What follows belongs to an exercise in optimizing a design on an open flow for small area; a production flow would make more cautious choices. The RTL was checked by simulation tests, not by an equivalence proof against the original design. No activity file was given, so power comes from the tool's default toggle rates.

## design.v

```verilog
`timescale 1ns/1ns
package tg_cfg_pkg;
  typedef enum logic [2:0] {
    PAT_RANDOM     = 3'd0,
    PAT_COMPLEMENT = 3'd1,
    PAT_TRANSPOSE  = 3'd2,
    PAT_NEIGHBOR   = 3'd3,
    PAT_TORNADO    = 3'd4
  } pattern_e;
  localparam int RAND_W = 32;
  localparam int TXN_W = 16;
  localparam int STAT_W = 16;
  localparam logic [RAND_W-1:0] LFSR_RESET_SEED = 32'h0000_0001;
endpackage
`timescale 1ns/1ns
package tg_noc_pkg;
  typedef logic [1:0] coord_t;
  typedef logic [0:0] port_t;
  typedef enum logic [2:0] {
    DIR_N = 3'd0,
    DIR_S = 3'd1,
    DIR_E = 3'd2,
    DIR_W = 3'd3,
    DIR_L = 3'd4  
  } dir_e;
endpackage
`timescale 1ns/1ns
`timescale 1ns/1ns
`timescale 1ns/1ns
`timescale 1ns/1ns
module tg_aoi222 (
  input  logic a1,
  input  logic a2,
  input  logic b1,
  input  logic b2,
  input  logic c1,
  input  logic c2,
  output logic y
);
  assign y = ~((a1 & a2) | (b1 & b2) | (c1 & c2));
endmodule
module tg_aoi22 (
  input  logic a1,
  input  logic a2,
  input  logic b1,
  input  logic b2,
  output logic y
);
  assign y = ~((a1 & a2) | (b1 & b2));
endmodule
`timescale 1ns/1ns
module tg_traffic_gen_top #(
  parameter int MESH_X      = 4,
  parameter int MESH_Y      = 4,
  parameter int LOCAL_PORTS = 2,
  parameter int SENDER_NUM  = MESH_X * MESH_Y * LOCAL_PORTS,
  parameter int CREDIT_NUM  = 2,
  localparam int IDX_W      = (SENDER_NUM > 1) ? $clog2(SENDER_NUM) : 1
) (
  input  logic                          clk,
  input  logic                          rstn,
  input  logic                          run_i,
  input  logic                          seed_load_i,
  input  logic [tg_cfg_pkg::RAND_W-1:0] seed_src_i,
  input  logic [tg_cfg_pkg::RAND_W-1:0] seed_tgt_i,
  input  logic [2:0]                    pattern_i,
  input  logic [SENDER_NUM-1:0]         credit_return_i,
  input  logic [IDX_W-1:0]              stat_sel_i,
  output logic [SENDER_NUM-1:0]         test_vld_o,
  output tg_noc_pkg::coord_t            test_tgt_x_o,
  output tg_noc_pkg::coord_t            test_tgt_y_o,
  output tg_noc_pkg::port_t             test_tgt_port_o,
  output logic [2:0]                    test_route_o,
  output logic [tg_cfg_pkg::TXN_W-1:0]  test_txn_id_o,
  output logic [tg_cfg_pkg::STAT_W-1:0] gen_total_o,
  output logic [tg_cfg_pkg::STAT_W-1:0] sent_total_o,
  output logic [tg_cfg_pkg::STAT_W-1:0] stat_sent_o
);
  localparam int RW = tg_cfg_pkg::RAND_W;
  localparam int SW = tg_cfg_pkg::STAT_W;
  localparam int TW = tg_cfg_pkg::TXN_W;
  logic [RW-1:0] src_q;
  logic [RW-1:0] tgt_q;
  logic [RW-1:0] src_d, tgt_d;
  logic          lfsr_ld, lfsr_sh, lfsr_hd;
  assign lfsr_ld = seed_load_i;  
  assign lfsr_sh = !seed_load_i && run_i;
  assign lfsr_hd = !seed_load_i && !run_i;
  for (genvar i = 0; i < RW; i++) begin : g_lfsr
    logic src_in, tgt_in, src_n, tgt_n;
    if (i == 0) begin : g_fb
      assign src_in = src_q[31] ^ src_q[21] ^ src_q[1] ^ src_q[0];
      assign tgt_in = tgt_q[31] ^ tgt_q[21] ^ tgt_q[1] ^ tgt_q[0];
    end else begin : g_sh
      assign src_in = src_q[i-1];
      assign tgt_in = tgt_q[i-1];
    end
    tg_aoi222 u_src (
      .a1 (lfsr_ld), .a2 (seed_src_i[i]),
      .b1 (lfsr_sh), .b2 (src_in),
      .c1 (lfsr_hd), .c2 (src_q[i]),
      .y  (src_n)
    );
    tg_aoi222 u_tgt (
      .a1 (lfsr_ld), .a2 (seed_tgt_i[i]),
      .b1 (lfsr_sh), .b2 (tgt_in),
      .c1 (lfsr_hd), .c2 (tgt_q[i]),
      .y  (tgt_n)
    );
    assign src_d[i] = ~src_n;
    assign tgt_d[i] = ~tgt_n;
  end
  always_ff @(posedge clk or negedge rstn) begin
    if (!rstn) begin
      src_q <= tg_cfg_pkg::LFSR_RESET_SEED;
      tgt_q <= tg_cfg_pkg::LFSR_RESET_SEED;
    end else begin
      src_q <= src_d;
      tgt_q <= tgt_d;
    end
  end
  tg_noc_pkg::coord_t cx, cy, ctx, cty;
  logic               cport, ctport;
  assign cx     = src_q[1:0];
  assign cy     = src_q[30:29];
  assign cport  = src_q[0] ^ tgt_q[30];
  assign ctport = src_q[30] ^ tgt_q[0];
  always_comb begin
    case (pattern_i)
      3'd1: begin  
        ctx = 2'd3 - cx;
        cty = 2'd3 - cy;
      end
      3'd2: begin  
        ctx = cy;
        cty = cx;
      end
      3'd3, 3'd4: begin  
        ctx = cx + 2'd1;
        cty = cy;
      end
      default: begin  
        ctx = tgt_q[1:0];
        cty = tgt_q[30:29];
      end
    endcase
  end
  logic             live_q;
  logic [IDX_W-1:0] idx_q;
  logic [1:0]       tx_q, ty_q;
  logic             tport_q;
  logic [1:0]       sx, sy;
  logic             vld;
  logic             issue;
  logic [2:0]       route;
  always_ff @(posedge clk or negedge rstn) begin
    if (!rstn) begin
      live_q <= 1'b0;
    end else begin
      live_q <= 1'b1;
    end
  end
  always_ff @(posedge clk) begin
    idx_q   <= {cx, cy, cport};
    tx_q    <= ctx;
    ty_q    <= cty;
    tport_q <= ctport;
  end
  assign sx = idx_q[4:3];
  assign sy = idx_q[2:1];
  always_comb begin
    if (tx_q > sx) begin
      route = 3'd2;  
    end else if (tx_q < sx) begin
      route = 3'd3;  
    end else if (ty_q > sy) begin
      route = 3'd0;  
    end else if (ty_q < sy) begin
      route = 3'd1;  
    end else begin
      route = 3'd4;  
    end
  end
  assign vld = live_q && ((tx_q != sx) || (ty_q != sy));  
  logic [SENDER_NUM-1:0] crd0_q;
  logic [SENDER_NUM-1:0] crd_n1_q;
  logic [SENDER_NUM-1:0] crd_nz;
  assign crd_nz = crd0_q | ~crd_n1_q;
  assign issue  = vld && crd_nz[idx_q];  
  always_comb begin
    test_vld_o = '0;
    if (issue) begin
      test_vld_o[idx_q] = 1'b1;
    end
  end
  for (genvar s = 0; s < SENDER_NUM; s++) begin : g_credit
    logic chg;
    logic t1;
    assign chg = test_vld_o[s] ^ credit_return_i[s];
    assign t1  = chg & ~(crd0_q[s] ^ credit_return_i[s]);
    always_ff @(posedge clk or negedge rstn) begin
      if (!rstn) begin
        crd0_q[s]   <= 1'b0;
        crd_n1_q[s] <= 1'b0;
      end else begin
        crd0_q[s]   <= crd0_q[s] ^ chg;
        crd_n1_q[s] <= crd_n1_q[s] ^ t1;
      end
    end
  end
  logic [TW-1:0] txn_q;       
  logic [SW-1:0] gen_q;       
  logic [SW-1:0] cnt_q [SENDER_NUM];
  logic [TW:0]   txn_cy;
  logic [SW:0]   gen_cy;
  assign txn_cy[0] = issue;
  assign gen_cy[0] = vld;  
  for (genvar i = 0; i < SW; i++) begin : g_tot
    assign txn_cy[i+1] = txn_cy[i] & txn_q[i];
    assign gen_cy[i+1] = gen_cy[i] & gen_q[i];
  end
  always_ff @(posedge clk or negedge rstn) begin
    if (!rstn) begin
      txn_q <= '0;
      gen_q <= '0;
    end else begin
      txn_q <= txn_q ^ txn_cy[TW-1:0];
      gen_q <= gen_q ^ gen_cy[SW-1:0];
    end
  end
  for (genvar s = 0; s < SENDER_NUM; s++) begin : g_cnt
    logic [SW:0] cyc;
    assign cyc[0] = test_vld_o[s];
    for (genvar i = 0; i < SW; i++) begin : g_bit
      assign cyc[i+1] = cyc[i] & cnt_q[s][i];
    end
    always_ff @(posedge clk or negedge rstn) begin
      if (!rstn) begin
        cnt_q[s] <= '0;
      end else begin
        cnt_q[s] <= cnt_q[s] ^ cyc[SW-1:0];
      end
    end
  end
  localparam int GRP = (SENDER_NUM + 2) / 3;
  logic [3*GRP-1:0]  sel_oh;
  logic [SW-1:0]     grp_n [GRP];
  logic [SW-1:0]     cnt_x [3*GRP];
  for (genvar s = 0; s < 3 * GRP; s++) begin : g_sel
    if (s < SENDER_NUM) begin : g_used
      assign sel_oh[s] = (stat_sel_i == IDX_W'(s));
      assign cnt_x[s]  = cnt_q[s];
    end else begin : g_pad
      assign sel_oh[s] = 1'b0;
      assign cnt_x[s]  = '0;
    end
  end
  for (genvar k = 0; k < GRP; k++) begin : g_grp
    for (genvar b = 0; b < SW; b++) begin : g_bit
      if (3 * k + 2 < SENDER_NUM) begin : g_three
        tg_aoi222 u_aoi (
          .a1 (sel_oh[3*k]),   .a2 (cnt_x[3*k][b]),
          .b1 (sel_oh[3*k+1]), .b2 (cnt_x[3*k+1][b]),
          .c1 (sel_oh[3*k+2]), .c2 (cnt_x[3*k+2][b]),
          .y  (grp_n[k][b])
        );
      end else begin : g_two
        tg_aoi22 u_aoi (
          .a1 (sel_oh[3*k]),   .a2 (cnt_x[3*k][b]),
          .b1 (sel_oh[3*k+1]), .b2 (cnt_x[3*k+1][b]),
          .y  (grp_n[k][b])
        );
      end
    end
  end
  always_comb begin
    stat_sent_o = '0;
    for (int k = 0; k < GRP; k++) begin
      stat_sent_o = stat_sent_o | ~grp_n[k];
    end
  end
  assign test_tgt_x_o    = tx_q;
  assign test_tgt_y_o    = ty_q;
  assign test_tgt_port_o = tport_q;
  assign test_route_o    = route;
  assign test_txn_id_o   = txn_q;
  assign gen_total_o     = gen_q;
  assign sent_total_o    = txn_q;
endmodule
```

## run.sh

```bash
#!/bin/bash
# synth_recipe.tcl (not shown) runs the flow's synth.tcl, then flattens the netlist and writes it again
# the make line also repeats each setting of config.mk as NAME=value (left out here)
make -C /OpenROAD-flow-scripts/flow DESIGN_CONFIG=/design/flow/config.mk WORK_HOME=/design/flow/orfs CLKGATE_MAP_FILE= SYNTH_SCRIPT=/design/flow/synth_recipe.tcl finish
```

## config.mk

```make
export PLATFORM = sky130hd
export DESIGN_NAME = tg_traffic_gen_top
export DESIGN_NICKNAME = tg_traffic_gen_top
export VERILOG_FILES = /design/flow/design.v
export SDC_FILE = /design/flow/constraint.sdc
export NUM_CORES = 4
export LEC_CHECK = 0
export CAP_MARGIN = 20
export CORE_MARGIN = 2
export CORE_UTILIZATION = 60
export CTS_BUF_LIST = sky130_fd_sc_hd__clkbuf_8
export SLEW_MARGIN = 20
export SYNTH_HIERARCHICAL = 1
export SYNTH_MINIMUM_KEEP_SIZE = 0
```

## constraint.sdc

```tcl
create_clock -name core_clock -period 5.5 [get_ports {clk}]
set_input_delay 1.1000 -clock core_clock [delete_from_list [all_inputs] [get_ports {clk}]]
set_output_delay 1.1000 -clock core_clock [all_outputs]
set_load 0.01 [all_outputs]
```

==> impl_table.tex, run 1 <==
\begin{tabular}{lr}
\hline
Metric & Value \\
\hline
\multicolumn{2}{l}{\textbf{Critical path}} \\
\quad Slowest cell delay on critical path & 0.55 ns \\
\quad FF-to-FF End & cnt\_q[14][15] \\
\quad Startpoint class of the critical path & input pin \\
\quad Reg-to-reg slack, setup & 0.13 ns \\
\quad Capturing element type of the critical path & primary output \\
\quad Required time of the worst setup path & 4.40 ns \\
\quad Depth of the most critical reg-to-reg path & 25 \\
\quad Critical-path maximum fanout & 16 \\
\quad Classification of the worst setup path & input pin to primary output \\
\quad Worst reg2reg startpoint & idx\_q[0] \\
\quad Data arrival time of the critical path & 4.32 ns \\
\quad Highest-delay cell along the critical path & sky130\_fd\_sc\_hd\_\_clkdlybuf4s50\_1 \\
\quad Cells along the critical path & clkdlybuf4s50\_1, buf\_4, nand3b\_1, nor2\_2, a222oi\_1, nand4\_1, nor2\_1, buf\_4, nand4\_1, clkdlybuf4s50\_1 \\
\multicolumn{2}{l}{\textbf{Logic synthesis}} \\
\quad Post-synth top flop & sky130\_fd\_sc\_hd\_\_dfrtp\_1 \\
\quad Fraction of synthesized cell area taken by the top area cell type & 0.5494 \\
\quad Mapped Avg Cell Area & 13.99 um2 \\
\quad Post-Syn Area & 0.03056 mm2 \\
\quad Synth area leader & sky130\_fd\_sc\_hd\_\_dfrtp\_1 \\
\quad Synth Warn \# & 12 \\
\quad Fraction of registers with async set/reset & 0.9854 \\
\quad Number of flops mapped to enable cells by yosys & 0 \\
\quad Cell count after synthesis & 2185 \\
\quad Distinct cell type count after synthesis & 65 \\
\quad Sequential area share after synthesis & 0.5577 \\
\quad Post-synthesis net count & 2810 \\
\quad Flip-flop and latch count after synthesis & 683 \\
\quad Ranking of synthesized cells by area & sky130\_fd\_sc\_hd\_\_dfrtp\_1, sky130\_fd\_sc\_hd\_\_ha\_1, sky130\_fd\_sc\_hd\_\_a222oi\_1 \\
\multicolumn{2}{l}{\textbf{CTS}} \\
\quad Inserted Clock Buffers & 109 \\
\quad Clock H-tree levels & 3 \\
\quad Clock Sinks & 683 \\
\quad Clock network latency to the later pin of the worst-skew pair & 0.72 ns \\
\quad Post-CTS Hold Buffers & 0 \\
\quad CTS root buffer & sky130\_fd\_sc\_hd\_\_clkbuf\_8 \\
\quad Maximum root-to-sink buffer count & 3 \\
\quad CTS tree & yes \\
\quad Clk pin slew, worst setup/hold paths & 0.06 ns \\
\multicolumn{2}{l}{\textbf{Run status}} \\
\quad Run status & timing/DRC/antenna clean \\
\multicolumn{2}{l}{\textbf{Routing}} \\
\quad Drc violations & 0 \\
\quad Number of nets with antenna violations after routing & 0 \\
\quad Wire length per cell after detailed routing & 22.06 um \\
\quad First-pass DRT Iterations & 9 \\
\quad Iteration-0 DRC count of the detailed router & 2506 \\
\quad Mean number of vias per cell & 6.172 \\
\quad Final WL & 73770 um \\
\quad Number of vias after detailed routing & 20640 \\
\multicolumn{2}{l}{\textbf{Floorplan}} \\
\quad Die X & 229.7 um \\
\quad Die outline area & 0.05276 mm2 \\
\quad Area inside the core boundary & 0.05017 mm2 \\
\quad Die Y & 229.7 um \\
\quad Number of standard-cell rows in the floorplan & 82 \\
\quad I/O pin count & 212 \\
\quad Starting utilization of the core area & 0.6092 \\
\multicolumn{2}{l}{\textbf{Worst hold path}} \\
\quad Worst Hold Endpoint & crd\_n1\_q[28] \\
\quad Number of cells on the worst hold path & 1 \\
\quad Hold WC Path Type & flop to flop \\
\quad Hold Path Origin & crd\_n1\_q[28] \\
\multicolumn{2}{l}{\textbf{Timing}} \\
\quad Final count of hold timing violations & 0 \\
\quad Maximum clock rate & 0.1846 GHz \\
\quad Final critical delay including setup and external delays & 5.418 ns \\
\quad Slew Viols, Final & 0 \\
\quad Measured slew at the worst slew-check pin & 1.013 ns \\
\quad Count of final setup violators & 0 \\
\quad Setup Skew & 0.04314 ns \\
\quad Final worst path period share & 0.9851 \\
\quad RSZ-0062 raised after global routing & yes \\
\quad Relative slew margins & 0.3231 \\
\quad Hold WS & 0.4598 ns \\
\quad Final Worst Setup Slack & 0.08171 ns \\
\multicolumn{2}{l}{\textbf{Pwr}} \\
\quad Clock power share & 0.346 \\
\quad Reported net switching power & 3690 uW \\
\quad Worst vdd rail ir drop & 222.2 uV \\
\quad Static power due to leakage & 0.01994 uW \\
\quad Power per cell area & 347.6 mW/mm2 \\
\quad Share of total power in combinational logic & 0.182 \\
\quad Switching power share of the total & 0.2856 \\
\quad Part of the power in registers & 0.472 \\
\quad Internal power of the cells & 9233 uW \\
\multicolumn{2}{l}{\textbf{Global route}} \\
\quad Gr ovfl total & 0 \\
\quad Wire length of the first global-routing pass & 117100 um \\
\quad Antenna violations before repair & 2 \\
\quad Pin count of the biggest net entering global routing & 115 \\
\quad Total GRT Usage & 0.2839 \\
\quad Number of global-route vias before repair & 21610 \\
\quad Met2 routing resource usage after global routing & 0.4506 \\
\quad Met1 Use GR & 0.3836 \\
\quad Top Usage Layer GRT & met2 \\
\quad Met3 layer usage reported by global route & 0.05159 \\
\multicolumn{2}{l}{\textbf{Flow run}} \\
\quad Number of maximum-capacitance constraint violations & 0 \\
\multicolumn{2}{l}{\textbf{Final layout}} \\
\quad Layout Cells excl Fill & 3344 \\
\quad Ratio of cells with drive above 1 in the final layout & 0.1778 \\
\quad Fin area & 0.03718 mm2 \\
\quad NumNets Final & 3207 \\
\quad Post-route core utilization & 0.7411 \\
\quad Area grow syn2layout & 21.65\% \\
\multicolumn{2}{l}{\textbf{Place}} \\
\quad Pre-CTS setup slack & -0.1770 ns \\
\quad Estimated wirelength of the detail-placed design & 54290 um \\
\quad Area after detailed placement & 0.03410 mm2 \\
\quad Gp weighted congestion & 0.9207 \\
\quad Port-buffer cells & 211 \\
\quad Number of placed cells counting well taps & 3126 \\
\hline
\end{tabular}
-- critical path, delay by kind of cell --
| kind | cells | cell delay (ns) |
|---|---|---|
| AO/OA/AOI/OAI | 1 | 0.43 |
| AND/OR/NAND/NOR | 5 | 1.34 |
| buffers and inverters | 4 | 1.43 |
-- power by group through the flow --
stage	combinational [uW]	sequential [uW]	clock, uW
finish	2350	6100	4470
global route	2560	6180	4820
CTS	2100	6090	4590
detailed placement	2090	6170	0
global placement	1990	6130	0
floorplan	1290	6050	0
-- layer usage --
metal,wire [um],part of all wire,vias to the layer above
met5,13,0.00018,-
li1,-,-,9274
met2,35070,0.48,758
met3,4494,0.061,190
met1,30840,0.42,10410
met4,3354,0.045,2
-- modules after synthesis (local to each module, per instance) --
module | flip-flops and latches | times used | cells inside
tg_aoi222 | 0 | 224 | 1
tg_traffic_gen_top | 683 | 1 | 1945
tg_aoi22 | 0 | 16 | 1
-- metrics by stage --
step / setup TNS (ns) / total power [uW]
floorplan: 0 / 7341
global placement: -1.242 / 8120
detailed placement: -2.351 / 8256
CTS: 0 / 12780
global route: -0.1153 / 13560
finish: 0 / 12920
-- cell usage in the layout, fill, tap and decap left out, types with 19 or more instances in the layout --
cell type and n:
sky130_fd_sc_hd__nand4_1 51, sky130_fd_sc_hd__nor3_1 24, sky130_fd_sc_hd__xnor2_1 77, sky130_fd_sc_hd__ha_1 426, sky130_fd_sc_hd__xor2_1 47, sky130_fd_sc_hd__nand3_1 22, sky130_fd_sc_hd__and2_1 19, sky130_fd_sc_hd__nand2_1 59
sky130_fd_sc_hd__inv_1 118, sky130_fd_sc_hd__a222oi_1 224, sky130_fd_sc_hd__buf_4 95, sky130_fd_sc_hd__ha_2 91, sky130_fd_sc_hd__clkdlybuf4s50_1 209, sky130_fd_sc_hd__nor2_2 19, sky130_fd_sc_hd__clkbuf_8 148, sky130_fd_sc_hd__nor2_1 78
sky130_fd_sc_hd__dfrtp_1 671
-- synthesized netlist by cell type (3+ instances only) --
master and count:
sky130_fd_sc_hd__buf_4 17, sky130_fd_sc_hd__a311o_1 3, sky130_fd_sc_hd__dfrtp_1 671, sky130_fd_sc_hd__nand2b_1 13, sky130_fd_sc_hd__nand4_1 51, sky130_fd_sc_hd__and3_1 13, sky130_fd_sc_hd__o21a_1 8, sky130_fd_sc_hd__o2111ai_1 12
sky130_fd_sc_hd__a2bb2oi_1 3, sky130_fd_sc_hd__nand3_1 24, sky130_fd_sc_hd__xor2_1 47, sky130_fd_sc_hd__a311oi_2 6, sky130_fd_sc_hd__o211ai_1 13, sky130_fd_sc_hd__nor3_1 26, sky130_fd_sc_hd__nor2_1 99, sky130_fd_sc_hd__o21ai_1 3
sky130_fd_sc_hd__or2_2 10, sky130_fd_sc_hd__o221ai_1 4, sky130_fd_sc_hd__a31oi_1 5, sky130_fd_sc_hd__dfxtp_1 10, sky130_fd_sc_hd__buf_6 4, sky130_fd_sc_hd__o21ai_0 19, sky130_fd_sc_hd__nand3b_1 8, sky130_fd_sc_hd__xnor2_1 77
sky130_fd_sc_hd__clkbuf_1 9, sky130_fd_sc_hd__or3b_1 4, sky130_fd_sc_hd__o22ai_1 6, sky130_fd_sc_hd__a222oi_1 224, sky130_fd_sc_hd__ha_1 517, sky130_fd_sc_hd__and2_1 19, sky130_fd_sc_hd__a22o_1 8, sky130_fd_sc_hd__nor2b_1 7
sky130_fd_sc_hd__nand2_1 65, sky130_fd_sc_hd__mux2i_1 14, sky130_fd_sc_hd__o21bai_1 7, sky130_fd_sc_hd__a21oi_1 11, sky130_fd_sc_hd__inv_1 89, sky130_fd_sc_hd__buf_2 6, sky130_fd_sc_hd__nor3b_1 4, sky130_fd_sc_hd__a22oi_2 16
-- state kept, by name (all words and copies together) (netlist names) --
name,flops
gen_q,16
tgt_q,32
tx_q,2
idx_q,5
live_q,1
tport_q,1
txn_q,16
cnt_q,512
crd_n1_q,32
crd0_q,32
ty_q,2
src_q,32
-- how the worst max path moves through the flow --
stage | slack (ns) | endpoint | start | cells after the start
floorplan | 0.17 | cnt_q[31][15] | idx_q[0] | 25
global placement | -0.13 | stat_sent_o[9] | stat_sel_i[1] | 9
detailed placement | -0.18 | stat_sent_o[12] | stat_sel_i[2] | 9
CTS | 0.01 | cnt_q[29][15] | idx_q[0] | 25
global route | -0.04 | txn_q[15] | idx_q[0] | 26
finish | 0.08 | stat_sent_o[11] | stat_sel_i[3] | 10
-- logic make-up after synthesis --
kind of cell             count (synthesis)  synth area share
AND/OR/NAND/NOR                        354           0.05957
buffers and inverters                  127           0.01891
multiplexers                            15          0.004953
adder cells (fa/ha/maj)                517            0.2117
flip-flops                             683            0.5577
other                                    1         0.0001227
XOR/XNOR                               124           0.03553
AO/OA/AOI/OAI                          364            0.1116
-- timing repair --
action / 4_1_cts / 5_1_grt
gates cloned: 0 / 3
pin swaps: 1 / 7
setup buffers: 0 / 13
gates resized for setup: 17 / 156
endpoints found under the setup margin: 29 / 68
-- final cells by class --
class,instances,area [um2]
Sequential cell,683,17050
Fill cell,3321,12990
Tap cell,672,840.8
Inverter,91,344.1
Clock buffer,148,2037
Timing Repair Buffer,322,3139
Multi-Input combinational cell,1375,13470
Antenna cell,1,2.502
Clock inverter,52,299.0
==> run 2: changes to the inputs <==
--- a/config.mk
+++ b/config.mk
@@ -7,8 +7,8 @@
 export LEC_CHECK = 0
 export CAP_MARGIN = 20
 export CORE_MARGIN = 2
-export CORE_UTILIZATION = 60
-export CTS_BUF_LIST = sky130_fd_sc_hd__clkbuf_8
+export CORE_UTILIZATION = 40
+export CTS_BUF_LIST = sky130_fd_sc_hd__clkbuf_4
 export SLEW_MARGIN = 20
 export SYNTH_HIERARCHICAL = 1
 export SYNTH_MINIMUM_KEEP_SIZE = 0
==> run 2 against run 1 <==
  * Via count fell by 0.36%
  * Still clean
  * Area after synthesis unchanged
  * Critical path depth is 15 higher
  * Die area grew 49%
  * Critical path type is now flop to flop
  * Sequential share of layout area down 0.47 points
==> impl_table.tex, run 2 <==
\begin{tabular}{lr}
\hline
Metric & Value \\
\hline
\multicolumn{2}{l}{\textbf{Pwr}} \\
\quad Internal power of the cells & 9180 uW (was 9233 uW) \\
\quad Clock power share & 0.347 (was 0.346) \\
\quad Switching power share of the total & 0.2931 (was 0.2856) \\
\quad Power per cell area & 345.6 mW/mm2 (was 347.6 mW/mm2) \\
\quad Part of the power in registers & 0.469 (was 0.472) \\
\quad Static power due to leakage & 0.02015 uW (was 0.01994 uW) \\
\quad Share of total power in combinational logic & 0.184 (was 0.182) \\
\quad Worst vdd rail ir drop & 181.2 uV (was 222.2 uV) \\
\quad Reported net switching power & 3806 uW (was 3690 uW) \\
\multicolumn{2}{l}{\textbf{Logic synthesis}} \\
\quad Post-synthesis net count & 2810 (unchanged) \\
\quad Complex-gate fraction of the synthesized area & 0.1116 (unchanged) \\
\quad Fraction of synthesized cell area taken by the top area cell type & 0.5494 (unchanged) \\
\quad Ranking of synthesized cells by area & sky130\_fd\_sc\_hd\_\_dfrtp\_1, sky130\_fd\_sc\_hd\_\_ha\_1, sky130\_fd\_sc\_hd\_\_a222oi\_1 (unchanged) \\
\quad Post-Syn Area & 0.03056 mm2 (unchanged) \\
\quad Mapped Avg Cell Area & 13.99 um2 (unchanged) \\
\quad Fraction of registers with async set/reset & 0.9854 (unchanged) \\
\quad Sequential area share after synthesis & 0.5577 (unchanged) \\
\quad Main combinational cell family by area after synthesis & adder cells (unchanged) \\
\quad Mux cell area share after synthesis & 0.004954 (unchanged) \\
\quad Cell count after synthesis & 2185 (unchanged) \\
\quad Synth area leader & sky130\_fd\_sc\_hd\_\_dfrtp\_1 (unchanged) \\
\quad Synth Warn \# & 12 (unchanged) \\
\quad Flip-flop and latch count after synthesis & 683 (unchanged) \\
\quad Fraction of the mapped netlist area in adder cells & 0.2117 (unchanged) \\
\quad Most common library cells after synthesis & sky130\_fd\_sc\_hd\_\_dfrtp\_1, sky130\_fd\_sc\_hd\_\_ha\_1, sky130\_fd\_sc\_hd\_\_a222oi\_1 (unchanged) \\
\quad Library cell with the highest instance count after synthesis & sky130\_fd\_sc\_hd\_\_dfrtp\_1 (unchanged) \\
\quad Simple-gate portion of the synthesized area & 0.05957 (unchanged) \\
\quad Xor/xnor share of the synthesized area & 0.03553 (unchanged) \\
\quad Number of flops mapped to enable cells by yosys & 0 (unchanged) \\
\quad Distinct cell type count after synthesis & 65 (unchanged) \\
\quad Post-synth top flop & sky130\_fd\_sc\_hd\_\_dfrtp\_1 (unchanged) \\
\multicolumn{2}{l}{\textbf{Timing}} \\
\quad Final Worst Setup Slack & 0.1547 ns (was 0.08171 ns) \\
\quad Final worst path period share & 0.9719 (was 0.9851) \\
\quad Slew Viols, Final & 0 (unchanged) \\
\quad Final critical delay including setup and external delays & 5.345 ns (was 5.418 ns) \\
\quad RSZ-0062 raised after global routing & yes (unchanged) \\
\quad Final count of hold timing violations & 0 (unchanged) \\
\quad Relative slew margins & 0.2815 (was 0.3231) \\
\quad Setup Skew & 0.08931 ns (was 0.04314 ns) \\
\quad Measured slew at the worst slew-check pin & 1.077 ns (was 1.013 ns) \\
\quad Count of final setup violators & 0 (unchanged) \\
\quad Maximum clock rate & 0.1871 GHz (was 0.1846 GHz) \\
\multicolumn{2}{l}{\textbf{CTS}} \\
\quad Maximum root-to-sink buffer count & 3 (unchanged) \\
\quad CTS root buffer & sky130\_fd\_sc\_hd\_\_clkbuf\_4 (was sky130\_fd\_sc\_hd\_\_clkbuf\_8) \\
\quad Clock Sinks & 683 (unchanged) \\
\quad Clock network latency to the later pin of the worst-skew pair & 1.02 ns (was 0.72 ns) \\
\quad Clock H-tree levels & 4 (was 3) \\
\quad Clk pin slew, worst setup/hold paths & 0.06 ns (about the same) \\
\quad CTS tree & yes (unchanged) \\
\quad Inserted Clock Buffers & 183 (was 109) \\
\multicolumn{2}{l}{\textbf{Final layout}} \\
\quad Area grow syn2layout & 22.94\% (was 21.65\%) \\
\quad Top library cells by usage in the layout, fill and taps aside & sky130\_fd\_sc\_hd\_\_dfrtp\_1, sky130\_fd\_sc\_hd\_\_ha\_1, sky130\_fd\_sc\_hd\_\_clkbuf\_4 (was sky130\_fd\_sc\_hd\_\_dfrtp\_1, sky130\_fd\_sc\_hd\_\_ha\_1, sky130\_fd\_sc\_hd\_\_a222oi\_1) \\
\quad Layout Cells excl Fill & 3780 (was 3344) \\
\quad Most common cell after layout, fill and taps aside & sky130\_fd\_sc\_hd\_\_dfrtp\_1 (unchanged) \\
\quad Ratio of cells with drive above 1 in the final layout & 0.2108 (was 0.1778) \\
\quad Number of flip-flops under the largest register name & 512 (unchanged) \\
\quad Register bank with the most flops & cnt\_q (unchanged) \\
\quad NumNets Final & 3290 (was 3207) \\
\multicolumn{2}{l}{\textbf{Floorplan}} \\
\quad I/O pin count & 212 (unchanged) \\
\quad Die Y & 280.4 um (was 229.7 um) \\
\quad Die outline area & 0.07864 mm2 (was 0.05276 mm2) \\
\quad Number of standard-cell rows in the floorplan & 101 (was 82) \\
\quad Starting utilization of the core area & 0.4031 (was 0.6092) \\
\quad Area inside the core boundary & 0.07582 mm2 (was 0.05017 mm2) \\
\quad Die X & 280.4 um (was 229.7 um) \\
\multicolumn{2}{l}{\textbf{Place}} \\
\quad Number of placed cells counting well taps & 3438 (was 3126) \\
\quad Port-buffer cells & 211 (unchanged) \\
\quad Gp weighted congestion & 0.8996 (was 0.9207) \\
\quad Pre-CTS setup slack & -0.1392 ns (was -0.1770 ns) \\
\quad Estimated wirelength of the detail-placed design & 53640 um (was 54290 um) \\
\multicolumn{2}{l}{\textbf{Run status}} \\
\quad Run status & timing/DRC/antenna clean (unchanged) \\
\multicolumn{2}{l}{\textbf{Critical path}} \\
\quad Required time of the worst setup path & 6.39 ns (was 4.40 ns) \\
\quad Startpoint class of the critical path & flop (was input pin) \\
\quad Crit path top cell by count & sky130\_fd\_sc\_hd\_\_ha\_1 \\
\quad Critical-path maximum fanout & 8 (was 16) \\
\quad Cell family with most CP delay & adder cells (was buffers and inverters) \\
\quad Highest-delay cell along the critical path & sky130\_fd\_sc\_hd\_\_or3b\_4 (was sky130\_fd\_sc\_hd\_\_clkdlybuf4s50\_1) \\
\quad Data arrival time of the critical path & 6.24 ns (was 4.32 ns) \\
\quad Capturing element type of the critical path & flop (was primary output) \\
\quad Buf/Inv on CP & 3 (was 4) \\
\quad Slowest cell delay on critical path & 0.36 ns (was 0.55 ns) \\
\quad Classification of the worst setup path & flop to flop (was input pin to primary output) \\
\multicolumn{2}{l}{\textbf{Global route}} \\
\quad Antenna violations before repair & 5 (was 2) \\
\quad Total GRT Usage & 0.1880 (was 0.2839) \\
\quad Gr ovfl total & 0 (unchanged) \\
\quad Wire length of the first global-routing pass & 117600 um (was 117100 um) \\
\quad Number of global-route vias before repair & 21950 (was 21610) \\
\quad Pin count of the biggest net entering global routing & 124 (was 115) \\
\multicolumn{2}{l}{\textbf{Routing}} \\
\quad First-pass DRT Iterations & 9 (unchanged) \\
\quad Number of nets with antenna violations after routing & 0 (unchanged) \\
\quad Iteration-0 DRC count of the detailed router & 2157 (was 2506) \\
\quad Mean number of vias per cell & 5.440 (was 6.172) \\
\quad Drc violations & 0 (unchanged) \\
\quad Wire length per cell after detailed routing & 18.99 um (was 22.06 um) \\
\quad Number of vias after detailed routing & 20560 (was 20640) \\
\quad Final WL & 71780 um (was 73770 um) \\
\multicolumn{2}{l}{\textbf{Worst hold path}} \\
\quad Hold WC Path Type & flop to flop (unchanged) \\
\multicolumn{2}{l}{\textbf{Flow run}} \\
\quad Number of maximum-capacitance constraint violations & 0 (unchanged) \\
\hline
\end{tabular}
[run 2: cell counts after synthesis]
Identical to the previous run, type by type.
[run 2: tightest hold or removal path, delay by kind of cell (launching register included)]
kind | cells | cell delay (ns)
DFF | 1 | 0.34
AOI/OAI and AO/OA | 1 | 0.06
buffers and inverters | 1 | 0.05
[run 2: what timing repair did]
| item | in CTS | in global routing |
|---|---|---|
| pin swaps | 5 | 10 |
| setup endpoints to repair | 37 | 70 |
| hold buffers | 0 | 1 |
| buffers inserted | 9 | 8 |
| cloned | 1 | 1 |
| gates resized for setup | 35 | 99 |
| hold endpoints to repair | 0 | 33 |
[run 2: power groups by stage]
stage                     logic (uW)  clock network, uW  registers [uW]
after floorplan                 1290                  0            6050
after global placement          2030                  0            6140
after detailed placement        2120                  0            6170
after CTS                       2270               4690            6080
after global routing            2640               4990            6170
final                           2390               4500            6090
[run 2: cell families (layout without fill, tap and decap cells)]
logic type                 Yosys count  count (layout)
other                                1               4
muxes                               15              15
buffers and inverters              127             741
and+or+nand+nor                    354             354
xor gates and xnor gates           124             124
AOI/OAI and AO/OA                  364             364
adders and majority gates          517             517
DFF                                683             683
[run 2: stage by stage]
step | util | setup TNS (ns) | hold slack (ns) | cell area [um2] | total power [uW]
3_3_place_gp | 0.4546 | -0.2379 | 0.4519 | 34470 | 8175
4_1_cts | 0.4891 | -0.01679 | 0.1146 | 37080 | 13040
2_1_floorplan | - | 0 | 0.4373 | 30560 | 7341
3_5_place_dp | 0.4549 | -1.014 | 0.4553 | 34490 | 8289
5_1_grt | 0.4955 | -0.02396 | 0.4481 | 37570 | 13800
6_report | 0.4955 | 0 | 0.4472 | 37570 | 12990
[run 2: final cells by class]
cell class / count / area, um2
Multi-Input combinational cell: 1375 / 13430
Clock inverter: 45 / 310.3
Timing Repair Buffer: 331 / 3151
Antenna cell: 3 / 7.507
Tap cell: 978 / 1224
Fill cell: 6726 / 38250
Inverter: 91 / 341.6
Clock buffer: 274 / 2057
Sequential cell: 683 / 17050
[run 2: per-module statistics from Yosys (local to each module, per instance)]
module	area (um2)	cells inside	flip-flops and latches
tg_aoi222	10.01	1	0
tg_aoi22	12.51	1	0
tg_traffic_gen_top	28120	1945	683
[run 2: path summary, 6_finish.rpt]
path / start / end / slack, ns / cells after the start
min: src_q[26] / src_q[27] / 0.45 / 2
max in group asynchronous: rstn / crd0_q[4] / 3.37 / 4
max reg2reg: idx_q[0] / cnt_q[29][15] / 0.15 / 25
min in group asynchronous: rstn / cnt_q[23][14] / 0.57 / 2
max: idx_q[0] / cnt_q[29][15] / 0.15 / 25
min reg2reg: src_q[26] / src_q[27] / 0.45 / 2
[run 2: routing by layer]
layer / vias up / part of all wire / GRT usage
met1: 10190 / 0.42 / 0.2314
met5: - / 0.00056 / 0
li1: 9549 / - / -
met3: 139 / 0.068 / 0.05321
met2: 678 / 0.49 / 0.3106
met4: 6 / 0.028 / 0.07679
==> run 3: changes to the inputs <==
--- a/design.v
+++ b/design.v
@@ -182,30 +182,22 @@
     end
   end
   assign vld = live_q && ((tx_q != sx) || (ty_q != sy));  
-  logic [SENDER_NUM-1:0] crd0_q;
-  logic [SENDER_NUM-1:0] crd_n1_q;
-  logic [SENDER_NUM-1:0] crd_nz;
-  assign crd_nz = crd0_q | ~crd_n1_q;
-  assign issue  = vld && crd_nz[idx_q];  
+  logic [SENDER_NUM-1:0] out1_q;
+  logic [SENDER_NUM-1:0] out2_q;
+  assign issue = vld && !out2_q[idx_q];  
   always_comb begin
     test_vld_o = '0;
     if (issue) begin
       test_vld_o[idx_q] = 1'b1;
     end
   end
-  for (genvar s = 0; s < SENDER_NUM; s++) begin : g_credit
-    logic chg;
-    logic t1;
-    assign chg = test_vld_o[s] ^ credit_return_i[s];
-    assign t1  = chg & ~(crd0_q[s] ^ credit_return_i[s]);
-    always_ff @(posedge clk or negedge rstn) begin
-      if (!rstn) begin
-        crd0_q[s]   <= 1'b0;
-        crd_n1_q[s] <= 1'b0;
-      end else begin
-        crd0_q[s]   <= crd0_q[s] ^ chg;
-        crd_n1_q[s] <= crd_n1_q[s] ^ t1;
-      end
+  always_ff @(posedge clk or negedge rstn) begin
+    if (!rstn) begin
+      out1_q <= '0;
+      out2_q <= '0;
+    end else begin
+      out1_q <= test_vld_o | out2_q | (out1_q & ~credit_return_i);
+      out2_q <= ~credit_return_i & (out2_q | (out1_q & test_vld_o));
     end
   end
   logic [TW-1:0] txn_q;       
--- a/config.mk
+++ b/config.mk
@@ -8,7 +8,9 @@
 export CAP_MARGIN = 20
 export CORE_MARGIN = 2
 export CORE_UTILIZATION = 40
-export CTS_BUF_LIST = sky130_fd_sc_hd__clkbuf_4
+export CTS_BUF_LIST = sky130_fd_sc_hd__clkbuf_16
+export CTS_CLUSTER_DIAMETER = 120
+export CTS_CLUSTER_SIZE = 24
 export SLEW_MARGIN = 20
 export SYNTH_HIERARCHICAL = 1
 export SYNTH_MINIMUM_KEEP_SIZE = 0
==> run 3 against run 2 <==
  * First-iteration DRC count decreased by 4.2%
  * Total power decreased by 27%
  * Sequential share of layout area increased by 4.7 points
  * Worst setup slack improved by 0.15 ns
  * Highest routed layer unchanged
  * Wire length decreased by 5.1%
  * Register-to-register slack improved by 0.15 ns
  * Sequential cell count unchanged
  * Critical path depth decreased by 2
  * Cell count decreased by 14%
==> impl_table.tex, run 3 <==
\begin{tabular}{lr}
\hline
Metric & Value \\
\hline
\multicolumn{2}{l}{\textbf{Floorplan}} \\
\quad Die outline area & 0.07577 mm2 (was 0.07864 mm2) \\
\quad Area inside the core boundary & 0.07296 mm2 (was 0.07582 mm2) \\
\quad Die X & 275.3 um (was 280.4 um) \\
\quad Starting utilization of the core area & 0.4034 (was 0.4031) \\
\quad Number of standard-cell rows in the floorplan & 99 (was 101) \\
\quad Die Y & 275.3 um (was 280.4 um) \\
\quad I/O pin count & 212 (unchanged) \\
\multicolumn{2}{l}{\textbf{CTS}} \\
\quad Maximum root-to-sink buffer count & 3 (unchanged) \\
\quad Clock H-tree levels & 2 (was 4) \\
\quad Clock Sinks & 683 (unchanged) \\
\quad Inserted Clock Buffers & 34 (was 183) \\
\quad Clk pin slew, worst setup/hold paths & 0.10 ns (was 0.06 ns) \\
\quad Clock network latency to the later pin of the worst-skew pair & 0.59 ns (was 1.02 ns) \\
\quad CTS tree & yes (unchanged) \\
\quad CTS root buffer & sky130\_fd\_sc\_hd\_\_clkbuf\_16 (was sky130\_fd\_sc\_hd\_\_clkbuf\_4) \\
\quad Post-CTS Hold Buffers & 0 (unchanged) \\
\multicolumn{2}{l}{\textbf{Logic synthesis}} \\
\quad Mux cell area share after synthesis & 0.005781 (was 0.004954) \\
\quad Post-synthesis net count & 2651 (was 2810) \\
\quad Sequential area share after synthesis & 0.5791 (was 0.5577) \\
\quad Synth area leader & sky130\_fd\_sc\_hd\_\_dfrtp\_1 (unchanged) \\
\quad Distinct cell type count after synthesis & 46 (was 65) \\
\quad Synth Warn \# & 12 (unchanged) \\
\quad Cell count after synthesis & 2026 (was 2185) \\
\quad Mapped Avg Cell Area & 14.53 um2 (was 13.99 um2) \\
\quad Xor/xnor share of the synthesized area & 0.01280 (was 0.03553) \\
\quad Fraction of synthesized cell area taken by the top area cell type & 0.5705 (was 0.5494) \\
\quad Post-Syn Area & 0.02943 mm2 (was 0.03056 mm2) \\
\quad Simple-gate portion of the synthesized area & 0.04719 (was 0.05957) \\
\quad Fraction of registers with async set/reset & 0.9854 (unchanged) \\
\quad Flip-flop and latch count after synthesis & 683 (unchanged) \\
\quad Number of flops mapped to enable cells by yosys & 0 (unchanged) \\
\quad Post-synth top flop & sky130\_fd\_sc\_hd\_\_dfrtp\_1 (unchanged) \\
\quad Main combinational cell family by area after synthesis & adder cells (unchanged) \\
\quad Fraction of the mapped netlist area in adder cells & 0.2198 (was 0.2117) \\
\quad Ranking of synthesized cells by area & sky130\_fd\_sc\_hd\_\_dfrtp\_1, sky130\_fd\_sc\_hd\_\_ha\_1, sky130\_fd\_sc\_hd\_\_a222oi\_1 (unchanged) \\
\quad Complex-gate fraction of the synthesized area & 0.1118 (was 0.1116) \\
\quad Most common library cells after synthesis & sky130\_fd\_sc\_hd\_\_dfrtp\_1, sky130\_fd\_sc\_hd\_\_ha\_1, sky130\_fd\_sc\_hd\_\_a222oi\_1 (unchanged) \\
\quad Library cell with the highest instance count after synthesis & sky130\_fd\_sc\_hd\_\_dfrtp\_1 (unchanged) \\
\multicolumn{2}{l}{\textbf{Global route}} \\
\quad Top Usage Layer GRT & met2 (unchanged) \\
\quad Gr ovfl total & 0 (unchanged) \\
\quad Pin count of the biggest net entering global routing & 148 (was 124) \\
\quad Antenna violations before repair & 3 (was 5) \\
\quad Wire length of the first global-routing pass & 108400 um (was 117600 um) \\
\quad Met2 routing resource usage after global routing & 0.3116 (was 0.3106) \\
\quad Met1 Use GR & 0.2342 (was 0.2314) \\
\quad Met3 layer usage reported by global route & 0.03132 (was 0.05321) \\
\quad Number of global-route vias before repair & 19540 (was 21950) \\
\quad Total GRT Usage & 0.1803 (was 0.1880) \\
\multicolumn{2}{l}{\textbf{Final layout}} \\
\quad Most common cell after layout, fill and taps aside & sky130\_fd\_sc\_hd\_\_dfrtp\_1 (unchanged) \\
\quad Filler Cells Inserted & 6407 (was 6726) \\
\quad Ratio of cells with drive above 1 in the final layout & 0.06736 (was 0.2108) \\
\quad NumNets Final & 2918 (was 3290) \\
\quad Register bank with the most flops & cnt\_q (unchanged) \\
\quad Area taken by multi-input logic gates & 0.01175 mm2 (was 0.01343 mm2) \\
\quad Top library cells by usage in the layout, fill and taps aside & sky130\_fd\_sc\_hd\_\_dfrtp\_1, sky130\_fd\_sc\_hd\_\_ha\_1, sky130\_fd\_sc\_hd\_\_a222oi\_1 (was sky130\_fd\_sc\_hd\_\_dfrtp\_1, sky130\_fd\_sc\_hd\_\_ha\_1, sky130\_fd\_sc\_hd\_\_clkbuf\_4) \\
\quad Number of flip-flops under the largest register name & 512 (unchanged) \\
\quad Area grow syn2layout & 15.70\% (was 22.94\%) \\
\quad Sequential Area & 0.01705 mm2 (about the same) \\
\quad Post-route core utilization & 0.4668 (was 0.4955) \\
\multicolumn{2}{l}{\textbf{Place}} \\
\quad Gp weighted congestion & 0.8363 (was 0.8996) \\
\quad Port-buffer cells & 211 (unchanged) \\
\quad Estimated wirelength of the detail-placed design & 52160 um (was 53640 um) \\
\multicolumn{2}{l}{\textbf{Timing}} \\
\quad Maximum clock rate & 0.1923 GHz (was 0.1871 GHz) \\
\quad Count of final setup violators & 0 (unchanged) \\
\quad Setup Skew & 0.03370 ns (was 0.08931 ns) \\
\quad Final count of hold timing violations & 0 (unchanged) \\
\quad Final worst path period share & 0.9454 (was 0.9719) \\
\quad Relative slew margins & 0.3507 (was 0.2815) \\
\quad Total negative setup slack & 0 ns (unchanged) \\
\quad Measured slew at the worst slew-check pin & 0.9740 ns (was 1.077 ns) \\
\quad Final critical delay including setup and external delays & 5.200 ns (was 5.345 ns) \\
\quad Slew Viols, Final & 0 (unchanged) \\
\quad RSZ-0062 raised after global routing & no (was yes) \\
\multicolumn{2}{l}{\textbf{Flow run}} \\
\quad Number of maximum-capacitance constraint violations & 0 (unchanged) \\
\multicolumn{2}{l}{\textbf{Critical path}} \\
\quad FF-to-FF End & cnt\_q[4][15] (was cnt\_q[29][15]) \\
\quad Startpoint class of the critical path & flop (unchanged) \\
\quad Data arrival time of the critical path & 5.69 ns (was 6.24 ns) \\
\quad CP Launch Point & idx\_q[0] (unchanged) \\
\quad Required time of the worst setup path & 5.99 ns (was 6.39 ns) \\
\quad Reg-to-reg slack, setup & 0.30 ns (was 0.15 ns) \\
\quad Critical-path maximum fanout & 21 (was 8) \\
\quad Classification of the worst setup path & flop to flop (unchanged) \\
\quad Worst reg2reg startpoint & idx\_q[0] (unchanged) \\
\quad Capturing element type of the critical path & flop (unchanged) \\
\quad Capture point of the critical path & cnt\_q[4][15] (was cnt\_q[29][15]) \\
\quad Depth of the most critical reg-to-reg path & 23 (was 25) \\
\multicolumn{2}{l}{\textbf{Pwr}} \\
\quad Total Power & 9467 uW (was 12990 uW) \\
\quad Worst vdd rail ir drop & 202.5 uV (was 181.2 uV) \\
\quad Switching power share of the total & 0.2628 (was 0.2931) \\
\quad Reported net switching power & 2488 uW (was 3806 uW) \\
\quad Clock power share & 0.294 (was 0.347) \\
\quad Power per cell area & 278.0 mW/mm2 (was 345.6 mW/mm2) \\
\quad Share of total power in combinational logic & 0.122 (was 0.184) \\
\quad Static power due to leakage & 0.01871 uW (was 0.02015 uW) \\
\quad Part of the power in registers & 0.584 (was 0.469) \\
\quad Internal power of the cells & 6979 uW (was 9180 uW) \\
\multicolumn{2}{l}{\textbf{Routing}} \\
\quad Wire length per cell after detailed routing & 20.90 um (was 18.99 um) \\
\quad Number of vias after detailed routing & 18350 (was 20560) \\
\quad First-pass DRT Iterations & 6 (was 9) \\
\quad Mean number of vias per cell & 5.628 (was 5.440) \\
\quad Iteration-0 DRC count of the detailed router & 2066 (was 2157) \\
\quad Number of nets with antenna violations after routing & 0 (unchanged) \\
\quad Drc violations & 0 (unchanged) \\
\quad Final WL & 68150 um (was 71780 um) \\
\multicolumn{2}{l}{\textbf{Worst hold path}} \\
\quad Hold WC Path Type & flop to flop (unchanged) \\
\quad Hold Path Origin & cnt\_q[24][15] (was src\_q[26]) \\
\multicolumn{2}{l}{\textbf{Run status}} \\
\quad Run status & timing/DRC/antenna clean (unchanged) \\
\hline
\end{tabular}
-- run 3: worst min path at each step --
| stage | to | cells after the start |
|---|---|---|
| 2_1_floorplan | cnt_q[0][15] | 1 |
| 3_3_place_gp | cnt_q[11][15] | 1 |
| 3_5_place_dp | cnt_q[24][15] | 1 |
| 4_1_cts | cnt_q[12][15] | 1 |
| 5_1_grt | cnt_q[12][15] | 1 |
| 6_report | cnt_q[24][15] | 1 |
-- run 3: power by group through the flow --
stage               combinational, uW  sequential (uW)  clock, uW
floorplan                         547             5570          0
detailed placement               1140             5630          0
finish                           1160             5530       2780
global route                     1280             5560       3070
CTS                              1150             5530       2900
global placement                 1100             5620          0
-- run 3: layer usage --
layer	wire, um	vias to the layer above
li1	-	8402
met1	29270	9328
met2	33320	527
met3	3847	93
met4	1691	4
met5	23	-
-- run 3: logic make-up after synthesis --
kind of cell	after synthesis
and+or+nand+nor	262
adders and majority gates	517
DFF	683
AOI/OAI and AO/OA	346
muxes	17
buffers and inverters	157
xor gates and xnor gates	43
other	1
-- run 3: layout make-up --
class | count | area share
Antenna cell | 1 | 0.00007348
Clock buffer | 35 | 0.02572
Clock inverter | 9 | 0.001874
Inverter | 106 | 0.01168
Multi-Input combinational cell | 1186 | 0.3449
Sequential cell | 683 | 0.5006
Tap cell | 959 | 0.03524
Timing Repair Buffer | 282 | 0.07988
-- run 3: Yosys stat by module (local to each module, per instance) --
module | flip-flops and latches | copies in the design | area (um2) | cells
tg_aoi222 | 0 | 224 | 10.01 | 1
tg_aoi22 | 0 | 16 | 12.51 | 1
tg_traffic_gen_top | 683 | 1 | 26990 | 1786
-- run 3: worst max-delay path: stages (launching register included) --
cell and delay, ns:
sky130_fd_sc_hd__dfxtp_2 0.44, sky130_fd_sc_hd__buf_12 0.18, sky130_fd_sc_hd__mux2i_1 0.10, sky130_fd_sc_hd__a22oi_1 0.20, sky130_fd_sc_hd__a21oi_1 0.13, sky130_fd_sc_hd__nor4_4 0.37, sky130_fd_sc_hd__buf_12 0.21, sky130_fd_sc_hd__nor3_1 0.10
sky130_fd_sc_hd__ha_1 0.22, sky130_fd_sc_hd__ha_1 0.20, sky130_fd_sc_hd__ha_1 0.21, sky130_fd_sc_hd__ha_1 0.23, sky130_fd_sc_hd__ha_1 0.22, sky130_fd_sc_hd__ha_1 0.21, sky130_fd_sc_hd__ha_1 0.22, sky130_fd_sc_hd__ha_1 0.21
sky130_fd_sc_hd__ha_1 0.20, sky130_fd_sc_hd__ha_1 0.21, sky130_fd_sc_hd__ha_1 0.21, sky130_fd_sc_hd__ha_1 0.20, sky130_fd_sc_hd__ha_1 0.21, sky130_fd_sc_hd__ha_1 0.23, sky130_fd_sc_hd__ha_1 0.23, sky130_fd_sc_hd__xor2_1 0.16
-- run 3: what timing repair did --
action | in CTS | in global routing
gates resized for setup | 1 | 6
setup endpoints to repair | 1 | 26
cloned | 0 | 1
pin swaps | 0 | 1
hold endpoints to repair | 0 | 0
buffers inserted | 0 | 1
-- run 3: stage by stage --
step	cell area, um2	cells	setup WS, ns	hold slack (ns)
6_report	34050	3261	0.3000	0.4710
5_1_grt	34050	3261	0.05932	0.4842
4_1_cts	33970	3256	0.007407	0.4722
3_5_place_dp	33030	3212	0.004827	0.4549
3_3_place_gp	33020	3211	0.09108	0.4517
2_1_floorplan	29430	2026	0.4355	0.4373
==> run 4: changes to the inputs <==
--- a/config.mk
+++ b/config.mk
@@ -8,9 +8,9 @@
 export CAP_MARGIN = 20
 export CORE_MARGIN = 2
 export CORE_UTILIZATION = 40
-export CTS_BUF_LIST = sky130_fd_sc_hd__clkbuf_16
-export CTS_CLUSTER_DIAMETER = 120
-export CTS_CLUSTER_SIZE = 24
+export CTS_BUF_LIST = sky130_fd_sc_hd__clkbuf_8
+export CTS_CLUSTER_DIAMETER = 80
+export CTS_CLUSTER_SIZE = 16
 export SLEW_MARGIN = 20
 export SYNTH_HIERARCHICAL = 1
 export SYNTH_MINIMUM_KEEP_SIZE = 0
==> run 4 against run 3 <==
  * Die area did not move
  * Clock power fell by 11%
  * Cell count rose by 0.77%
  * First-iteration DRC count rose by 2.6%
  * Non-clock buffer count did not move
  * Still clean
  * Sequential power barely moved
  * Total power fell by 3.3%
  * Worst hold slack improved by 0.0040 ns
  * Design area fell by 0.43%
  * Sequential cell count did not move
==> impl_table.tex, run 4 <==
\begin{tabular}{lr}
\hline
Metric & Value \\
\hline
\multicolumn{2}{l}{\textbf{Run status}} \\
\quad Run status & timing/DRC/antenna clean (unchanged) \\
\multicolumn{2}{l}{\textbf{Floorplan}} \\
\quad Die X & 275.3 um (unchanged) \\
\quad Die Y & 275.3 um (unchanged) \\
\quad I/O pin count & 212 (unchanged) \\
\quad Area inside the core boundary & 0.07296 mm2 (unchanged) \\
\quad Die outline area & 0.07577 mm2 (unchanged) \\
\quad Starting utilization of the core area & 0.4034 (unchanged) \\
\quad Number of standard-cell rows in the floorplan & 99 (unchanged) \\
\multicolumn{2}{l}{\textbf{CTS}} \\
\quad Clock H-tree levels & 2 (unchanged) \\
\quad CTS root buffer & sky130\_fd\_sc\_hd\_\_clkbuf\_8 (was sky130\_fd\_sc\_hd\_\_clkbuf\_16) \\
\quad Clock Sinks & 683 (unchanged) \\
\quad Inserted Clock Buffers & 49 (was 34) \\
\quad Maximum root-to-sink buffer count & 3 (unchanged) \\
\quad CTS tree & yes (unchanged) \\
\quad Clk pin slew, worst setup/hold paths & 0.10 ns (about the same) \\
\quad Post-CTS Hold Buffers & 0 (unchanged) \\
\quad Clock network latency to the later pin of the worst-skew pair & 0.71 ns (was 0.59 ns) \\
\multicolumn{2}{l}{\textbf{Global route}} \\
\quad Number of global-route vias before repair & 19710 (was 19540) \\
\quad Met3 layer usage reported by global route & 0.03184 (was 0.03132) \\
\quad Total GRT Usage & 0.1819 (was 0.1803) \\
\quad Antenna violations before repair & 3 (unchanged) \\
\quad Met1 Use GR & 0.2351 (was 0.2342) \\
\quad Gr ovfl total & 0 (unchanged) \\
\quad Met2 routing resource usage after global routing & 0.3125 (was 0.3116) \\
\quad Top Usage Layer GRT & met2 (unchanged) \\
\quad Pin count of the biggest net entering global routing & 148 (unchanged) \\
\quad Wire length of the first global-routing pass & 109200 um (was 108400 um) \\
\multicolumn{2}{l}{\textbf{Logic synthesis}} \\
\quad Fraction of synthesized cell area taken by the top area cell type & 0.5705 (unchanged) \\
\quad Synth Warn \# & 12 (unchanged) \\
\quad Post-synth top flop & sky130\_fd\_sc\_hd\_\_dfrtp\_1 (unchanged) \\
\quad Fraction of registers with async set/reset & 0.9854 (unchanged) \\
\quad Library cell with the highest instance count after synthesis & sky130\_fd\_sc\_hd\_\_dfrtp\_1 (unchanged) \\
\quad Distinct cell type count after synthesis & 46 (unchanged) \\
\quad Cell count after synthesis & 2026 (unchanged) \\
\quad Sequential area share after synthesis & 0.5791 (unchanged) \\
\quad Most common library cells after synthesis & sky130\_fd\_sc\_hd\_\_dfrtp\_1, sky130\_fd\_sc\_hd\_\_ha\_1, sky130\_fd\_sc\_hd\_\_a222oi\_1 (unchanged) \\
\quad Number of flops mapped to enable cells by yosys & 0 (unchanged) \\
\quad Flip-flop and latch count after synthesis & 683 (unchanged) \\
\quad Ranking of synthesized cells by area & sky130\_fd\_sc\_hd\_\_dfrtp\_1, sky130\_fd\_sc\_hd\_\_ha\_1, sky130\_fd\_sc\_hd\_\_a222oi\_1 (unchanged) \\
\quad Synth area leader & sky130\_fd\_sc\_hd\_\_dfrtp\_1 (unchanged) \\
\quad Post-Syn Area & 0.02943 mm2 (unchanged) \\
\quad Mapped Avg Cell Area & 14.53 um2 (unchanged) \\
\quad Post-synthesis net count & 2651 (unchanged) \\
\multicolumn{2}{l}{\textbf{Timing}} \\
\quad Relative slew margins & 0.3588 (was 0.3507) \\
\quad Setup Skew & 0.06249 ns (was 0.03370 ns) \\
\quad Final Worst Setup Slack & 0.2557 ns (was 0.3000 ns) \\
\quad Maximum clock rate & 0.1907 GHz (was 0.1923 GHz) \\
\quad Total negative setup slack & 0 ns (unchanged) \\
\quad Final critical delay including setup and external delays & 5.244 ns (was 5.200 ns) \\
\quad Count of final setup violators & 0 (unchanged) \\
\quad RSZ-0062 raised after global routing & no (unchanged) \\
\quad Measured slew at the worst slew-check pin & 0.9618 ns (was 0.9740 ns) \\
\quad Final worst path period share & 0.9535 (was 0.9454) \\
\quad Final count of hold timing violations & 0 (unchanged) \\
\quad Slew Viols, Final & 0 (unchanged) \\
\multicolumn{2}{l}{\textbf{Place}} \\
\quad Gp weighted congestion & 0.8363 (unchanged) \\
\quad Estimated wirelength of the detail-placed design & 52160 um (unchanged) \\
\quad Pre-CTS setup slack & 0.004827 ns (unchanged) \\
\quad Port-buffer cells & 211 (unchanged) \\
\multicolumn{2}{l}{\textbf{Critical path}} \\
\quad Worst reg2reg startpoint & idx\_q[0] (unchanged) \\
\quad Capturing element type of the critical path & flop (unchanged) \\
\quad Reg-to-reg slack, setup & 0.26 ns (was 0.30 ns) \\
\quad Depth of the most critical reg-to-reg path & 23 (unchanged) \\
\quad Startpoint class of the critical path & flop (unchanged) \\
\quad Critical-path maximum fanout & 21 (unchanged) \\
\quad FF-to-FF End & cnt\_q[4][15] (unchanged) \\
\quad Data arrival time of the critical path & 5.84 ns (was 5.69 ns) \\
\quad Required time of the worst setup path & 6.09 ns (was 5.99 ns) \\
\quad Classification of the worst setup path & flop to flop (unchanged) \\
\multicolumn{2}{l}{\textbf{Final layout}} \\
\quad Ratio of cells with drive above 1 in the final layout & 0.07358 (was 0.06736) \\
\quad Register bank with the most flops & cnt\_q (unchanged) \\
\quad Number of flip-flops under the largest register name & 512 (unchanged) \\
\quad NumNets Final & 2933 (was 2918) \\
\quad Most common cell after layout, fill and taps aside & sky130\_fd\_sc\_hd\_\_dfrtp\_1 (unchanged) \\
\quad Post-route core utilization & 0.4647 (was 0.4668) \\
\quad Filler Cells Inserted & 6462 (was 6407) \\
\quad Top library cells by usage in the layout, fill and taps aside & sky130\_fd\_sc\_hd\_\_dfrtp\_1, sky130\_fd\_sc\_hd\_\_ha\_1, sky130\_fd\_sc\_hd\_\_a222oi\_1 (unchanged) \\
\quad Area grow syn2layout & 15.20\% (was 15.70\%) \\
\multicolumn{2}{l}{\textbf{Pwr}} \\
\quad Reported net switching power & 2482 uW (was 2488 uW) \\
\quad Clock power share & 0.270 (was 0.294) \\
\quad Total Power & 9150 uW (was 9467 uW) \\
\quad Worst vdd rail ir drop & 198.6 uV (was 202.5 uV) \\
\quad Power per cell area & 269.9 mW/mm2 (was 278.0 mW/mm2) \\
\quad Part of the power in registers & 0.604 (was 0.584) \\
\quad Switching power share of the total & 0.2713 (was 0.2628) \\
\quad Share of total power in combinational logic & 0.126 (was 0.122) \\
\quad Internal power of the cells & 6668 uW (was 6979 uW) \\
\quad Static power due to leakage & 0.01868 uW (was 0.01871 uW) \\
\multicolumn{2}{l}{\textbf{Routing}} \\
\quad Drc violations & 0 (unchanged) \\
\quad Number of vias after detailed routing & 18490 (was 18350) \\
\quad Final WL & 68610 um (was 68150 um) \\
\quad Mean number of vias per cell & 5.626 (was 5.628) \\
\quad Iteration-0 DRC count of the detailed router & 2119 (was 2066) \\
\quad Number of nets with antenna violations after routing & 0 (unchanged) \\
\quad Wire length per cell after detailed routing & 20.88 um (was 20.90 um) \\
\quad First-pass DRT Iterations & 8 (was 6) \\
\multicolumn{2}{l}{\textbf{Worst hold path}} \\
\quad Worst Hold Endpoint & cnt\_q[24][15] (unchanged) \\
\quad Hold WC Path Type & flop to flop (unchanged) \\
\quad Number of cells on the worst hold path & 1 (unchanged) \\
\quad Hold Path Origin & cnt\_q[24][15] (unchanged) \\
\multicolumn{2}{l}{\textbf{Flow run}} \\
\quad Number of maximum-capacitance constraint violations & 0 (unchanged) \\
\hline
\end{tabular}
==> run 4: cell count changes in the layout (fill, tap and decap cells not counted), moves of 2 or more <==
cell,delta
sky130_fd_sc_hd__clkbuf_8,+51
sky130_fd_sc_hd__clkbuf_16,-35
sky130_fd_sc_hd__inv_1,+7
sky130_fd_sc_hd__diode_2,+2
==> run 4: modules after synthesis (local to each module, per instance) <==
module | cells | area [um2] | flops+latches | times used
tg_aoi222 | 1 | 10.01 | 0 | 224
tg_aoi22 | 1 | 12.51 | 0 | 16
tg_traffic_gen_top | 1786 | 26990 | 683 | 1
==> run 4: layer usage <==
metal	up-vias	share of wire	wire length [um]
met2	534	0.49	33460
met3	104	0.057	3923
met1	9413	0.43	29450
met5	-	0.00034	23
li1	8433	-	-
met4	4	0.025	1742
==> run 4: critical path, stage by stage (launching register included) <==
cell	delay, ns
sky130_fd_sc_hd__dfxtp_2	0.45
sky130_fd_sc_hd__buf_12	0.18
sky130_fd_sc_hd__mux2i_1	0.13
sky130_fd_sc_hd__a22oi_1	0.17
sky130_fd_sc_hd__a21oi_1	0.13
sky130_fd_sc_hd__nor4_4	0.38
sky130_fd_sc_hd__buf_12	0.21
sky130_fd_sc_hd__nor3_1	0.10
sky130_fd_sc_hd__ha_1	0.22
sky130_fd_sc_hd__ha_1	0.20
sky130_fd_sc_hd__ha_1	0.22
sky130_fd_sc_hd__ha_1	0.23
sky130_fd_sc_hd__ha_1	0.21
sky130_fd_sc_hd__ha_1	0.20
sky130_fd_sc_hd__ha_1	0.22
sky130_fd_sc_hd__ha_1	0.21
sky130_fd_sc_hd__ha_1	0.20
sky130_fd_sc_hd__ha_1	0.21
sky130_fd_sc_hd__ha_1	0.22
sky130_fd_sc_hd__ha_1	0.21
sky130_fd_sc_hd__ha_1	0.21
sky130_fd_sc_hd__ha_1	0.23
sky130_fd_sc_hd__ha_1	0.23
sky130_fd_sc_hd__xor2_1	0.16
==> run 4: through the flow <==
stage / hold WS, ns / cells / instance area (um2)
2_1_floorplan: 0.4373 / 2026 / 29430
3_5_place_dp: 0.4549 / 3212 / 33030
6_report: 0.4750 / 3286 / 33910
5_1_grt: 0.4897 / 3285 / 33900
3_3_place_gp: 0.4517 / 3211 / 33020
4_1_cts: 0.4756 / 3279 / 33810
==> run 4: kinds of logic after synthesis <==
kind of cell               synth area share
xor gates and xnor gates            0.01280
buffers and inverters               0.02351
and+or+nand+nor                     0.04719
adders and majority gates            0.2198
other                             0.0001274
AOI/OAI and AO/OA                    0.1118
DFF                                  0.5791
muxes                              0.005781
==> run 4: final cells by class <==
type	count	area [um2]	area share
clock buffers	51	701.9	0.02070
clock inverters	16	85.08	0.002509
flip-flops and latches	683	17050	0.5028
multi-input cells	1186	11750	0.3464
well taps	959	1200	0.03539
repair buffers	282	2720	0.08022
diodes	3	7.507	0.0002214
inverters	106	397.9	0.01173
==> run 4: worst max-delay path by stage <==
| stage | from | end | slack [ns] | cells after the start |
|---|---|---|---|---|
| finish | idx_q[0] | cnt_q[4][15] | 0.26 | 23 |
| global route | idx_q[4] | cnt_q[5][15] | 0.04 | 25 |
| CTS | stat_sel_i[4] | stat_sent_o[1] | 0.0009 | 8 |
| detailed placement | stat_sel_i[4] | stat_sent_o[1] | 0.005 | 8 |
| global placement | stat_sel_i[4] | stat_sent_o[0] | 0.09 | 8 |
| floorplan | idx_q[2] | cnt_q[6][15] | 0.44 | 27 |
==> run 4: power groups by stage <==
stage | combinational, uW | clock, uW | sequential, uW
floorplan | 547 | 0 | 5570
global placement | 1100 | 0 | 5620
detailed placement | 1140 | 0 | 5630
CTS | 1150 | 2590 | 5530
global route | 1280 | 2770 | 5560
finish | 1150 | 2470 | 5530
==> run 4: timing repair <==
item / 4_1_cts / 5_1_grt
buffers inserted: 0 / 1
resized for setup: 0 / 6
endpoints found under the setup margin: 0 / 28

==> port drivers added, routing unchanged <==
The flow's constraints put no driver on any port. The routed layouts listed below were extracted and timed again, unchanged, in two steps. Step 1 (the two cells are an assumption about what drives the block):
set clk [get_ports {clk}]
set_driving_cell -lib_cell sky130_fd_sc_hd__clkbuf_16 $clk
set_driving_cell -lib_cell sky130_fd_sc_hd__buf_2 [delete_from_list [all_inputs] $clk]
Step 2 adds t to the input delays and takes it off the output delays; t is the mean of the earliest and latest rising clock arrival at the registers after step 1. Input paths then give back, and output paths get back, about the clock's delay inside the block. a / b / c = no drivers / after step 1 / after step 2; a / b = the first two.
run | shift t [ns] | slack for setup (ns) | clock arrival spread, ns
run 1 | 0.756 | 0.082 / 0.004 / 0.004 | 0.044 / 0.044
run 2 | 1.036 | 0.155 / 0.155 / 0.155 | 0.089 / 0.089
run 3 | 0.635 | 0.300 / 0.251 / 0.251 | 0.034 / 0.035
run 4 | 0.738 | 0.256 / 0.256 / 0.256 | 0.065 / 0.065
After both steps setup and hold are still met in every run listed. For run 1, which loses most, drivers alone change the setup slack by -0.078 ns; drivers and shift together by -0.078 ns.
